This design comes from an exercise in tuning for small area and a short achievable clock period on the open sky130 flow, not from production work.
The RTL was checked by simulation tests, not by an equivalence proof against the original design.
Power figures rest on the tool's default switching activity, not on a simulated workload.

==> inputs of willow <==
## ibexc_data_tag_bridge
module ibexc_data_tag_bridge #(
    parameter logic [31:0] TagBase        = 32'h2001_0000,
    parameter int          NumGranules    = 2048,
    parameter int          MaxOutstanding = 2
) (
    input  logic        clk_i,
    input  logic        rst_ni,
    input  logic        core_req_i,
    output logic        core_gnt_o,
    output logic        core_rvalid_o,
    input  logic        core_we_i,
    input  logic [3:0]  core_be_i,
    input  logic [31:0] core_addr_i,
    input  logic [32:0] core_wdata_i,
    input  logic        core_is_cap_i,
    output logic [32:0] core_rdata_o,
    output logic        core_err_o,
    output logic        bus_req_o,
    input  logic        bus_gnt_i,
    input  logic        bus_rvalid_i,
    output logic        bus_we_o,
    output logic [3:0]  bus_be_o,
    output logic [31:0] bus_addr_o,
    output logic [31:0] bus_wdata_o,
    input  logic [31:0] bus_rdata_i,
    input  logic        bus_err_i,
    output logic        protocol_err_o
);
clock: 7.0 ns
lec_check: 0
cap_margin: 20
core_margin: 2
core_utilization: 40
cts_buf_list: sky130_fd_sc_hd__clkbuf_8
cts_cluster_size: 20
setup_slack_margin: 3.0
slew_margin: 35
synth_hierarchical: 1
standard.sh (not shown) runs the stock make flow with config.mk's settings and CLKGATE_MAP_FILE= SYNTH_SCRIPT=/design/flow/synth_recipe.tcl, a recipe that flattens the netlist after the stock synthesis.
==> flow/flow/run.sh <==
#!/bin/bash
# The standard layout (standard.sh), with plain buffers rather than delay
# cells on the ports. standard.sh's output goes to standard.log.
set -o pipefail
export BUFFER_PORTS_ARGS="-buffer_cell sky130_fd_sc_hd__buf_2"
bash standard.sh > standard.log 2>&1
==> amber: changes against willow <==
--- a/flow/design.v
+++ b/flow/design.v
@@ -59,12 +59,13 @@
     assign bus_addr_o  = core_addr_i;
     assign bus_wdata_o = core_wdata_i[31:0];
     logic            h_wr, h_wval, h_rflag;
     logic [RowW-1:0] h_row;
     logic [ColW-1:0] h_col;
     logic [NCol-1:0] h_rowv;
+    logic [RowW-1:0] hrown_q;      
     assign h_wr    = rd_q ? wr_en_q[1] : wr_en_q[0];
     assign h_wval  = rd_q ? wval_q[1]  : wval_q[0];
     assign h_rflag = rd_q ? rflag_q[1] : rflag_q[0];
     assign h_row   = rd_q ? row_q[1]   : row_q[0];
     assign h_col   = rd_q ? col_q[1]   : col_q[0];
     assign h_rowv  = rd_q ? rowv_q[1]  : rowv_q[0];
@@ -83,46 +84,54 @@
     logic            n_in_region;
     logic [RowW-1:0] n_row;
     logic [ColW-1:0] n_col;
     assign n_in_region = (core_addr_i[31:RegW] == TagBase[31:RegW]);
     assign n_row       = core_addr_i[RegW-1:3+ColW];
     assign n_col       = core_addr_i[ColW+2:3];
+    logic [NCol-1:0] tags_q [NRow];
     logic [NRow-1:0] rrow;
     logic [NCol-1:0] bankrd [NBnk];
     logic [NCol-1:0] rowrd;
     always_comb begin
         for (int r = 0; r < NRow; r++) rrow[r] = (n_row == r);
+        for (int b = 0; b < NBnk; b++) begin
+            bankrd[b] = '0;
+            for (int i = 0; i < BRow; i++)
+                bankrd[b] = bankrd[b] | (tags_q[b*BRow+i] & {NCol{rrow[b*BRow+i]}});
+        end
         rowrd = '0;
         for (int b = 0; b < NBnk; b++) rowrd = rowrd | bankrd[b];
         rowrd = rowrd ^ {NCol{pol_q}};
     end
     logic            n_same;
     logic [NCol-1:0] n_rowv;
     logic            n_tag;
     assign n_same = wcommit & (h_row == n_row);
     assign n_rowv = clr_q ? '0 : (n_same ? h_rownew : rowrd);
     assign n_tag  = n_rowv[n_col];
     logic [NRow-1:0] wa, wb;
     logic [NCol-1:0] wd;
+    logic [NCol-1:0] wy [NBnk];
+    logic [NBnk-1:0] wany;
     always_comb begin
-        for (int r = 0; r < NRow; r++) wa[r] = clr_q | (wcommit & (h_row == r));
+        for (int r = 0; r < NRow; r++) begin
+            wa[r] = clr_q | (wcommit & (h_row == r));
+            wb[r] = ~clr_q & (hrown_q != ~r[RowW-1:0]);
+        end
     end
-    assign wb = ~wa;
     assign wd = ~((clr_q ? '0 : h_rownew) ^ {NCol{~pol_q}});
-    for (genvar b = 0; b < NBnk; b++) begin : g_bank
-        ibexc_data_tag_bridge_bank #(
-            .NR (BRow),
-            .NC (NCol)
-        ) u_bank (
-            .clk_i  (clk_i),
-            .wa_i   (wa[b*BRow +: BRow]),
-            .wb_i   (wb[b*BRow +: BRow]),
-            .wy_i   (wd),
-            .rsel_i (rrow[b*BRow +: BRow]),
-            .rd_o   (bankrd[b])
-        );
+    always_comb begin
+        for (int b = 0; b < NBnk; b++) begin
+            wany[b] = clr_q | (wcommit & (h_row[RowW-1:RowW-BnkW] == b));
+            wy[b]   = wany[b] ? wd : '1;
+        end
+    end
+    always_ff @(posedge clk_i) begin
+        for (int r = 0; r < NRow; r++) begin
+            tags_q[r] <= ~((tags_q[r] | {NCol{wa[r]}}) & ({NCol{wb[r]}} | wy[r/BRow]));
+        end
     end
     always_ff @(posedge clk_i) begin
         for (int k = 0; k < 2; k++) begin
             if (push && (wr_q == (k == 1))) begin
                 row_q[k]   <= n_row;
                 col_q[k]   <= n_col;
@@ -133,12 +142,18 @@
                 rowv_q[k]  <= n_rowv;
             end else if (wcommit && (row_q[k] == h_row)) begin
                 rowv_q[k]  <= h_rownew;
                 if (col_q[k] == h_col) rflag_q[k] <= rd_en_q[k] & h_wval;
             end
         end
+    end
+    logic rd_next;
+    assign rd_next = rd_q ^ pop;
+    always_ff @(posedge clk_i) begin
+        if (push && (wr_q == rd_next)) hrown_q <= ~n_row;
+        else                           hrown_q <= ~(rd_next ? row_q[1] : row_q[0]);
     end
     always_ff @(posedge clk_i or negedge rst_ni) begin
         if (!rst_ni) begin
             ne_q   <= 1'b0;
             full_q <= 1'b0;
             rd_q   <= 1'b0;
@@ -167,28 +182,6 @@
     end
     always_ff @(posedge clk_i or negedge rst_ni) begin
         if (!rst_ni) pol_q <= 1'b0;
         else         pol_q <= ~pol_q;
     end
 endmodule
-module ibexc_data_tag_bridge_bank #(
-    parameter int NR = 16,
-    parameter int NC = 16
-) (
-    input  logic          clk_i,
-    input  logic [NR-1:0] wa_i,
-    input  logic [NR-1:0] wb_i,
-    input  logic [NC-1:0] wy_i,
-    input  logic [NR-1:0] rsel_i,
-    output logic [NC-1:0] rd_o
-);
-    logic [NC-1:0] tags_q [NR];
-    always_ff @(posedge clk_i) begin
-        for (int r = 0; r < NR; r++) begin
-            tags_q[r] <= ~((tags_q[r] | {NC{wa_i[r]}}) & ({NC{wb_i[r]}} | wy_i));
-        end
-    end
-    always_comb begin
-        rd_o = '0;
-        for (int r = 0; r < NR; r++) rd_o = rd_o | (tags_q[r] & {NC{rsel_i[r]}});
-    end
-endmodule
==> flow/run.sh (new file) <==
#!/bin/bash
# synth_recipe.tcl (not shown) runs the flow's synth.tcl, then flattens the netlist and writes it again
# the make line also repeats each setting of config.mk as NAME=value (left out here)
make -C /OpenROAD-flow-scripts/flow DESIGN_CONFIG=/design/flow/config.mk WORK_HOME=/design/flow/orfs CLKGATE_MAP_FILE= SYNTH_SCRIPT=/design/flow/synth_recipe.tcl finish
==> flow/config.mk (replaced) <==
export PLATFORM = sky130hd
export DESIGN_NAME = ibexc_data_tag_bridge
export DESIGN_NICKNAME = ibexc_data_tag_bridge
export VERILOG_FILES = /design/flow/design.v
export SDC_FILE = /design/flow/constraint.sdc
export NUM_CORES = 4
export LEC_CHECK = 0
export CAP_MARGIN = 20
export CORE_MARGIN = 2
export CORE_UTILIZATION = 40
export SETUP_SLACK_MARGIN = 3.0
export SLEW_MARGIN = 35
removed: flow/flow/run.sh
removed: flow/standard.sh
==> indigo: changes against willow <==
--- a/flow/design.v
+++ b/flow/design.v
@@ -46,31 +46,41 @@
     logic [ColW-1:0] col_q   [2];
     logic            wr_en_q [2];    
     logic            wval_q  [2];    
     logic            rd_en_q [2];    
     logic            rflag_q [2];    
     logic [NCol-1:0] rowv_q  [2];    
+    logic            rowi_q  [2];
+    logic            np_q;
+    logic            hnew_q;
+    logic            nt_raw_q;       
+    logic            nt_c1_q;        
+    logic            nt_c0_q;        
     logic push, pop;
     assign push = bus_gnt_i & ~full_q;
     assign pop  = bus_rvalid_i & ne_q;
     assign bus_req_o   = core_req_i & ~full_q;
     assign core_gnt_o  = push;
     assign bus_we_o    = core_we_i;
     assign bus_be_o    = core_be_i;
     assign bus_addr_o  = core_addr_i;
     assign bus_wdata_o = core_wdata_i[31:0];
+    logic nt_flag;
+    assign nt_flag = nt_c0_q | (nt_c1_q & (nt_raw_q ^ ~pol_q));
     logic            h_wr, h_wval, h_rflag;
+    logic            h_rd_en;
     logic [RowW-1:0] h_row;
     logic [ColW-1:0] h_col;
     logic [NCol-1:0] h_rowv;
     assign h_wr    = rd_q ? wr_en_q[1] : wr_en_q[0];
     assign h_wval  = rd_q ? wval_q[1]  : wval_q[0];
-    assign h_rflag = rd_q ? rflag_q[1] : rflag_q[0];
+    assign h_rd_en = rd_q ? rd_en_q[1] : rd_en_q[0];
+    assign h_rflag = hnew_q ? nt_flag : (rd_q ? rflag_q[1] : rflag_q[0]);
     assign h_row   = rd_q ? row_q[1]   : row_q[0];
     assign h_col   = rd_q ? col_q[1]   : col_q[0];
-    assign h_rowv  = rd_q ? rowv_q[1]  : rowv_q[0];
+    assign h_rowv  = rd_q ? (rowv_q[1] ^ {NCol{rowi_q[1]}}) : (rowv_q[0] ^ {NCol{rowi_q[0]}});
     assign core_rvalid_o      = pop;
     assign core_err_o         = pop & bus_err_i;
     assign core_rdata_o[31:0] = rst_ni ? bus_rdata_i : 32'h0;
     assign core_rdata_o[32]   = pop & ~bus_err_i & h_rflag;
     assign protocol_err_o     = perr_q;
     logic wcommit;
@@ -85,69 +95,92 @@
     logic [ColW-1:0] n_col;
     assign n_in_region = (core_addr_i[31:RegW] == TagBase[31:RegW]);
     assign n_row       = core_addr_i[RegW-1:3+ColW];
     assign n_col       = core_addr_i[ColW+2:3];
     logic [NRow-1:0] rrow;
     logic [NCol-1:0] bankrd [NBnk];
-    logic [NCol-1:0] rowrd;
+    logic [NCol-1:0] rowraw;     
     always_comb begin
         for (int r = 0; r < NRow; r++) rrow[r] = (n_row == r);
-        rowrd = '0;
-        for (int b = 0; b < NBnk; b++) rowrd = rowrd | bankrd[b];
-        rowrd = rowrd ^ {NCol{pol_q}};
-    end
-    logic            n_same;
-    logic [NCol-1:0] n_rowv;
-    logic            n_tag;
+        rowraw = '0;
+        for (int b = 0; b < NBnk; b++) rowraw = rowraw | bankrd[b];
+    end
+    logic            n_same, n_fwd;
     assign n_same = wcommit & (h_row == n_row);
-    assign n_rowv = clr_q ? '0 : (n_same ? h_rownew : rowrd);
-    assign n_tag  = n_rowv[n_col];
+    assign n_fwd  = clr_q | n_same;
+    logic n_rd_en;
+    assign n_rd_en = ~core_we_i & core_is_cap_i & n_in_region;
     logic [NRow-1:0] wa, wb;
     logic [NCol-1:0] wd;
-    always_comb begin
-        for (int r = 0; r < NRow; r++) wa[r] = clr_q | (wcommit & (h_row == r));
-    end
-    assign wb = ~wa;
+    logic [NCol-1:0] wy [NBnk];
+    logic [NBnk-1:0] wany;
+    always_comb begin
+        for (int r = 0; r < NRow; r++) begin
+            wa[r] = clr_q | (wcommit & (h_row == r));
+            wb[r] = ~clr_q & (h_row != r);
+        end
+    end
     assign wd = ~((clr_q ? '0 : h_rownew) ^ {NCol{~pol_q}});
+    always_comb begin
+        for (int b = 0; b < NBnk; b++) begin
+            wany[b] = clr_q | (wcommit & (h_row[RowW-1:RowW-BnkW] == b));
+            wy[b]   = wany[b] ? wd : '1;
+        end
+    end
     for (genvar b = 0; b < NBnk; b++) begin : g_bank
         ibexc_data_tag_bridge_bank #(
             .NR (BRow),
             .NC (NCol)
         ) u_bank (
             .clk_i  (clk_i),
             .wa_i   (wa[b*BRow +: BRow]),
             .wb_i   (wb[b*BRow +: BRow]),
-            .wy_i   (wd),
+            .wy_i   (wy[b]),
             .rsel_i (rrow[b*BRow +: BRow]),
             .rd_o   (bankrd[b])
         );
+    end
+    always_ff @(posedge clk_i) begin
+        nt_raw_q <= rowraw[n_col];
+        nt_c1_q  <= n_rd_en & ~(clr_q | (n_same & (h_col == n_col)));
+        nt_c0_q  <= n_rd_en & ~clr_q & n_same & (h_col == n_col) & h_wval;
     end
     always_ff @(posedge clk_i) begin
         for (int k = 0; k < 2; k++) begin
             if (push && (wr_q == (k == 1))) begin
                 row_q[k]   <= n_row;
                 col_q[k]   <= n_col;
                 wr_en_q[k] <= core_we_i & n_in_region;
                 wval_q[k]  <= core_is_cap_i & core_wdata_i[32];
-                rd_en_q[k] <= ~core_we_i & core_is_cap_i & n_in_region;
-                rflag_q[k] <= ~core_we_i & core_is_cap_i & n_in_region & n_tag;
-                rowv_q[k]  <= n_rowv;
-            end else if (wcommit && (row_q[k] == h_row)) begin
-                rowv_q[k]  <= h_rownew;
-                if (col_q[k] == h_col) rflag_q[k] <= rd_en_q[k] & h_wval;
+                rd_en_q[k] <= n_rd_en;
+                rowv_q[k]  <= n_fwd ? (clr_q ? '0 : h_rownew) : rowraw;
+                rowi_q[k]  <= ~n_fwd & pol_q;
+            end else begin
+                if (wcommit && (row_q[k] == h_row)) begin
+                    rowv_q[k] <= h_rownew;
+                    rowi_q[k] <= 1'b0;
+                end
+                if (wcommit && (row_q[k] == h_row) && (col_q[k] == h_col))
+                    rflag_q[k] <= rd_en_q[k] & h_wval;
+                else if (np_q && (wr_q != (k == 1)))
+                    rflag_q[k] <= nt_flag;
             end
         end
     end
     always_ff @(posedge clk_i or negedge rst_ni) begin
         if (!rst_ni) begin
             ne_q   <= 1'b0;
             full_q <= 1'b0;
             rd_q   <= 1'b0;
             wr_q   <= 1'b0;
             perr_q <= 1'b0;
+            np_q   <= 1'b0;
+            hnew_q <= 1'b0;
         end else begin
+            np_q   <= push;
+            hnew_q <= push & ((rd_q ^ pop) == wr_q);
             if (push) wr_q <= ~wr_q;
             if (pop)  rd_q <= ~rd_q;
             case ({push, pop})
                 2'b10: begin
                     ne_q   <= 1'b1;
                     full_q <= ne_q;
==> flow/flow/run.sh (replaced) <==
#!/bin/bash
# The standard layout (standard.sh), with plain buffers rather than delay
# cells on the ports and no dummy clock loads. standard.sh's output goes to
# standard.log.
set -o pipefail
export BUFFER_PORTS_ARGS="-buffer_cell sky130_fd_sc_hd__buf_2"
export CTS_ARGS="-sink_clustering_enable -repair_clock_nets -dont_use_dummy_load -sink_clustering_size 24 -sink_clustering_max_diameter 50"
bash standard.sh > standard.log 2>&1
==> flow/config.mk (replaced) <==
export PLATFORM = sky130hd
export DESIGN_NAME = ibexc_data_tag_bridge
export DESIGN_NICKNAME = ibexc_data_tag_bridge
export VERILOG_FILES = /design/flow/design.v
export SDC_FILE = /design/flow/constraint.sdc
export NUM_CORES = 4
export LEC_CHECK = 0
export CAP_MARGIN = 20
export CORE_MARGIN = 2
export CORE_UTILIZATION = 55
export CTS_CLUSTER_DIAMETER = 50
export CTS_CLUSTER_SIZE = 24
export PLACE_DENSITY = 0.72
export SETUP_SLACK_MARGIN = 3.6
export SLEW_MARGIN = 35
export SYNTH_HIERARCHICAL = 1
==> summary.txt <==
item	amber	willow	indigo
Status	did not finish	complete, no violations	complete, no violations
Stage where the flow stopped	global routing (5_1_grt)	-	-
Worst-case clock skew	-	102.3 ps	96.40 ps
Combinational fraction of design power	-	0.198	0.265
Height of the die	453.4 um	442.3 um	378.9 um
Layout overhead on the synthesized area	-	14.07%	14.41%
Achievable frequency	-	220.3 MHz	241.1 MHz
Max rail drop VDD	-	0.2378 mV	0.3269 mV
Clock network power	-	11.1 mW	8.09 mW
Cell depth of the worst flop-to-flop path	-	10	10
Sw Share	-	0.3211	0.3459
Standard cell core area	-	0.1906 sq mm	0.1395 sq mm
Count of fill cells added during filler insertion	-	17640	10700
Clock network fraction of total power	-	0.312	0.193
Simple-gate share of the synthesized area	0.1232	0.04975	0.05334
Worst Setup Path Type	-	input port to flop	input port to flop
Routed length on met1	-	118800 um	108700 um
Total of warnings raised by yosys	11	24	28

-- re-timing with driven ports --
The flow's constraints put no driver on any port. The routed layouts listed below were extracted and timed again, unchanged, in two steps.
Step 1 (the two cells are an assumption about what drives the block):
set clk [get_ports {clk_i}]
set_driving_cell -lib_cell sky130_fd_sc_hd__clkbuf_16 $clk
set_driving_cell -lib_cell sky130_fd_sc_hd__buf_2 [delete_from_list [all_inputs] $clk]
Step 2, shift: input delay + t, output delay - t, t = (earliest + latest rising clock arrival at the registers) / 2. This alone moves slack from input paths to output paths.
a / b / c = ideal / step 1 / step 2; a / b = the first two.
| run | t (ns) | slack for setup (ns) | hold slack, ns | worst register clock-pin slew, ns | worst data-port slew with drivers (ns) |
|---|---|---|---|---|---|
| willow | 1.168 | 2.460 / 2.430 / 1.262 | 0.320 / 0.270 / 0.446 | 0.07 / 0.07 | 0.15 |
| indigo | 0.875 | 2.853 / 2.873 / 1.998 | 0.411 / 0.396 / 0.448 | 0.09 / 0.09 | 0.19 |
After both steps setup and hold are still met in every run listed. The setup slack of willow, which loses most, moves by -0.030 ns with the drivers and by -1.198 ns with both steps.
